From an optimization exercise on the open Yosys and OpenROAD flow, aimed at small area, a short achievable clock period and few clock cycles per item; shortcuts taken in it are not production practice.
The RTL was checked by simulation tests, not by an equivalence proof against the original design.

Setup of v6:
Design heater_pid_duty_control_unit, start of the top module:
module heater_pid_duty_control_unit (
    input  logic                                 clk,
    input  logic                                 rst_n,
    input  logic                                 cfg_we,
    input  logic [hpdc_pkg::CFG_ADDR_W-1:0]      cfg_addr,
    input  logic [hpdc_pkg::CFG_DATA_W-1:0]      cfg_wdata,
    input  logic                                 s_tvalid,
    output logic                                 s_tready,
    input  logic [hpdc_pkg::IN_DATA_W-1:0]       s_tdata,
    output logic                                 m_tvalid,
    input  logic                                 m_tready,
    output logic [hpdc_pkg::OUT_DATA_W-1:0]      m_tdata
);
export LEC_CHECK = 0
export CAP_MARGIN = 20
export CORE_MARGIN = 2
export CORE_UTILIZATION = 40
export CTS_CLUSTER_DIAMETER = 100
export CTS_CLUSTER_SIZE = 30
export SLEW_MARGIN = 20
create_clock -name core_clock -period 19.0 [get_ports {clk}]
standard.sh (not shown) runs the stock make flow with config.mk's settings and CLKGATE_MAP_FILE= SYNTH_SCRIPT=/design/flow/synth_recipe.tcl, a recipe that flattens the netlist after the stock synthesis.
==> flow/flow/run.sh <==
#!/bin/bash
# Layout: the standard flow (standard.sh: the standard flow's synthesis and ORFS from floorplan to
# finish, at the design's clock period and constraints), with two changes in how the layout is
# made: the port buffers are buf_4 cells instead of the default delay-buffer choice, and the
# resizer's timing repair aims for 14 ns of setup slack at the 19 ns clock, so that it sizes the
# slowest paths as for a 5 ns clock. make's full output goes to standard.log; each ORFS step
# keeps its own log under orfs/logs/.
export BUFFER_PORTS_ARGS="-buffer_cell sky130_fd_sc_hd__buf_4"
export SETUP_SLACK_MARGIN=14.0
bash standard.sh > standard.log 2>&1
v6 closes out successfully: all stages finished, all timing, DRC and antenna checks passed.
Testbench counts of v6, summed over its fixed seeds: cycles 24,040, items 24,000.
#### Input delta (v7 over v6)
# v6
export LEC_CHECK = 0
export CAP_MARGIN = 20
export CORE_MARGIN = 2
export CORE_UTILIZATION = 40
export CTS_CLUSTER_DIAMETER = 100
export CTS_CLUSTER_SIZE = 30
export SLEW_MARGIN = 20
create_clock -name core_clock -period 19.0 [get_ports {clk}]
# v7
export LEC_CHECK = 0
export CAP_MARGIN = 20
export CORE_MARGIN = 2
export CORE_UTILIZATION = 40
export CTS_CLUSTER_DIAMETER = 100
export CTS_CLUSTER_SIZE = 24
export SLEW_MARGIN = 20
create_clock -name core_clock -period 19.0 [get_ports {clk}]
## What came out
Reported for v7 and v6, number of nets with antenna violations after routing turned out identical to the last digit. Compared with v6, in v7 worst hold slack shows a reduction of 0.0085 ns. v6 -> v7: via count flat. Diff v6 -> v7 | detailed-routed wire length on met3 | decrease of 2.4%. Between v7 and v6, the area taken by multi-input logic gates does not differ in any meaningful way. Looking only at worst clock skew on the final layout, and setting everything else aside, the higher value of v7 and v6 goes to v6.

* * *

heater_pid_duty_control_unit, a different RTL version from the one above (not shown whole).
For scale: roughly 58 I/O pins.
Settings: LEC_CHECK=0, CAP_MARGIN=20, CORE_MARGIN=2, CORE_UTILIZATION=40, CTS_CLUSTER_DIAMETER=100, CTS_CLUSTER_SIZE=24, GPL_TIMING_DRIVEN=0, SLEW_MARGIN=20; clock period 19.0 ns.
==> flow/flow/run.sh <==
#!/bin/bash
# Layout: the standard flow (standard.sh: the standard flow's synthesis and ORFS from floorplan to
# finish, at the design's clock period and constraints), with three changes in how the layout
# is made:
# - synthesis skips Yosys's early "abc -fast" (SYNTH_ARGS=-noabc), so that the full adders of
#   the generated adder tree are extracted as written, without polarity inverters between them
#   (the registers are the same as the standard synthesis's);
# - the port buffers are buf_4 cells instead of the default delay-buffer choice;
# - the resizer's timing repair aims for 14 ns of setup slack at the 19 ns clock, so that it
#   sizes the slowest paths as for a 5 ns clock.
# make's full output goes to standard.log; each ORFS step keeps its own log under orfs/logs/.
export SYNTH_ARGS="-noabc"
export BUFFER_PORTS_ARGS="-buffer_cell sky130_fd_sc_hd__buf_4"
export SETUP_SLACK_MARGIN=14.0
bash standard.sh > standard.log 2>&1
Testbench counts at the start, summed over its fixed seeds: cycles 24,040, items 24,000.
==> next run, changes <==
==> flow/flow/run.sh (replaced) <==
#!/bin/bash
# Layout: the standard flow (standard.sh: the standard flow's synthesis and ORFS from floorplan to
# finish, at the design's clock period and constraints), with two changes in how the layout is
# made: the port buffers are buf_4 cells instead of the default delay-buffer choice, and the
# resizer's timing repair aims for 14 ns of setup slack at the 19 ns clock, so that it sizes the
# slowest paths as for a 5 ns clock. make's full output goes to standard.log; each ORFS step
# keeps its own log under orfs/logs/.
export BUFFER_PORTS_ARGS="-buffer_cell sky130_fd_sc_hd__buf_4"
export SETUP_SLACK_MARGIN=14.0
bash standard.sh > standard.log 2>&1
- GPL_TIMING_DRIVEN: 0 -> unset
The new run finished with timing, DRC and antenna clean.
Count of clock-buffer cells in the layout is lower by 2.
Fmax is higher by 3.6%.
Wire length is lower by 11%.
First-iteration DRC count is higher by 6.5%.
Cell count is higher by 0.85%.
Die area is higher by 2.2%.
Via count is lower by 2.1%.
Global-route usage is lower by 3.9 points.
==> next run, changes <==
- CORE_UTILIZATION: 40 -> 50
Setup slack got worse by 0.075 ns.
Area after synthesis is unchanged.
Core utilization increases by 10 points.
Wire length increases by a few percent.
Design area decreases slightly.
Count of clock-buffer cells in the layout is unchanged.
Sequential share of layout area hardly moves.
Fmax decreases slightly.
Non-clock buffer count decreases by 4.
==> next run, changes <==
--- a/flow/flow/run.sh
+++ b/flow/flow/run.sh
@@ -8,3 +8,4 @@
 export BUFFER_PORTS_ARGS="-buffer_cell sky130_fd_sc_hd__buf_4"
 export SETUP_SLACK_MARGIN=14.0
+export CTS_ARGS="-sink_clustering_enable -repair_clock_nets -sink_clustering_size 24 -sink_clustering_max_diameter 100 -sink_clustering_levels 1"
 bash standard.sh > standard.log 2>&1
- CORE_UTILIZATION: 50 -> 40
Result:
- via count is lower by 2.1%
- final area is higher by 0.60%
- cell count is higher by 5.0%
- register-to-register slack gains 0.097 ns
- worst setup slack gains 0.075 ns
- core utilization is lower by 10 points

[separate check: timing with driven ports]
No port has a modelled driver above. Below, the same layouts with a new extraction and two added sets of constraints.
Step 1 sets driving cells, clkbuf_16 on the clock port and buf_2 on the other inputs (assumed; they add their load-dependent delay and slew).
Step 2 adds t to the input delays and takes it off the output delays; t is the mean of the earliest and latest rising clock arrival at the registers after step 1. Input paths then give back, and output paths get back, about the clock's delay inside the block.
a / b / c = ideal / step 1 / step 2; a / b = the first two.
| run | t (ns) | setup WS [ns] | hold WS [ns] | slew at the worst register clock pin (ns) |
|---|---|---|---|---|
| v6 | 0.642 | 13.960 / 13.900 / 13.629 | 0.434 / 0.434 / 0.434 | 0.12 / 0.12 |
| v7 | 0.647 | 13.981 / 13.919 / 13.612 | 0.425 / 0.425 / 0.425 | 0.10 / 0.10 |
| the first run of note 2 | 0.659 | 13.912 / 13.854 / 13.412 | 0.424 / 0.424 / 0.424 | 0.10 / 0.10 |
| the second run of note 2 | 0.616 | 14.087 / 14.030 / 13.578 | 0.427 / 0.427 / 0.427 | 0.11 / 0.11 |
| the third run of note 2 | 0.629 | 14.013 / 13.996 / 13.652 | 0.434 / 0.434 / 0.434 | 0.10 / 0.10 |
| the fourth run of note 2 | 0.616 | 14.087 / 14.030 / 13.578 | 0.427 / 0.427 / 0.427 | 0.11 / 0.11 |
After both steps every run listed still meets setup and hold.
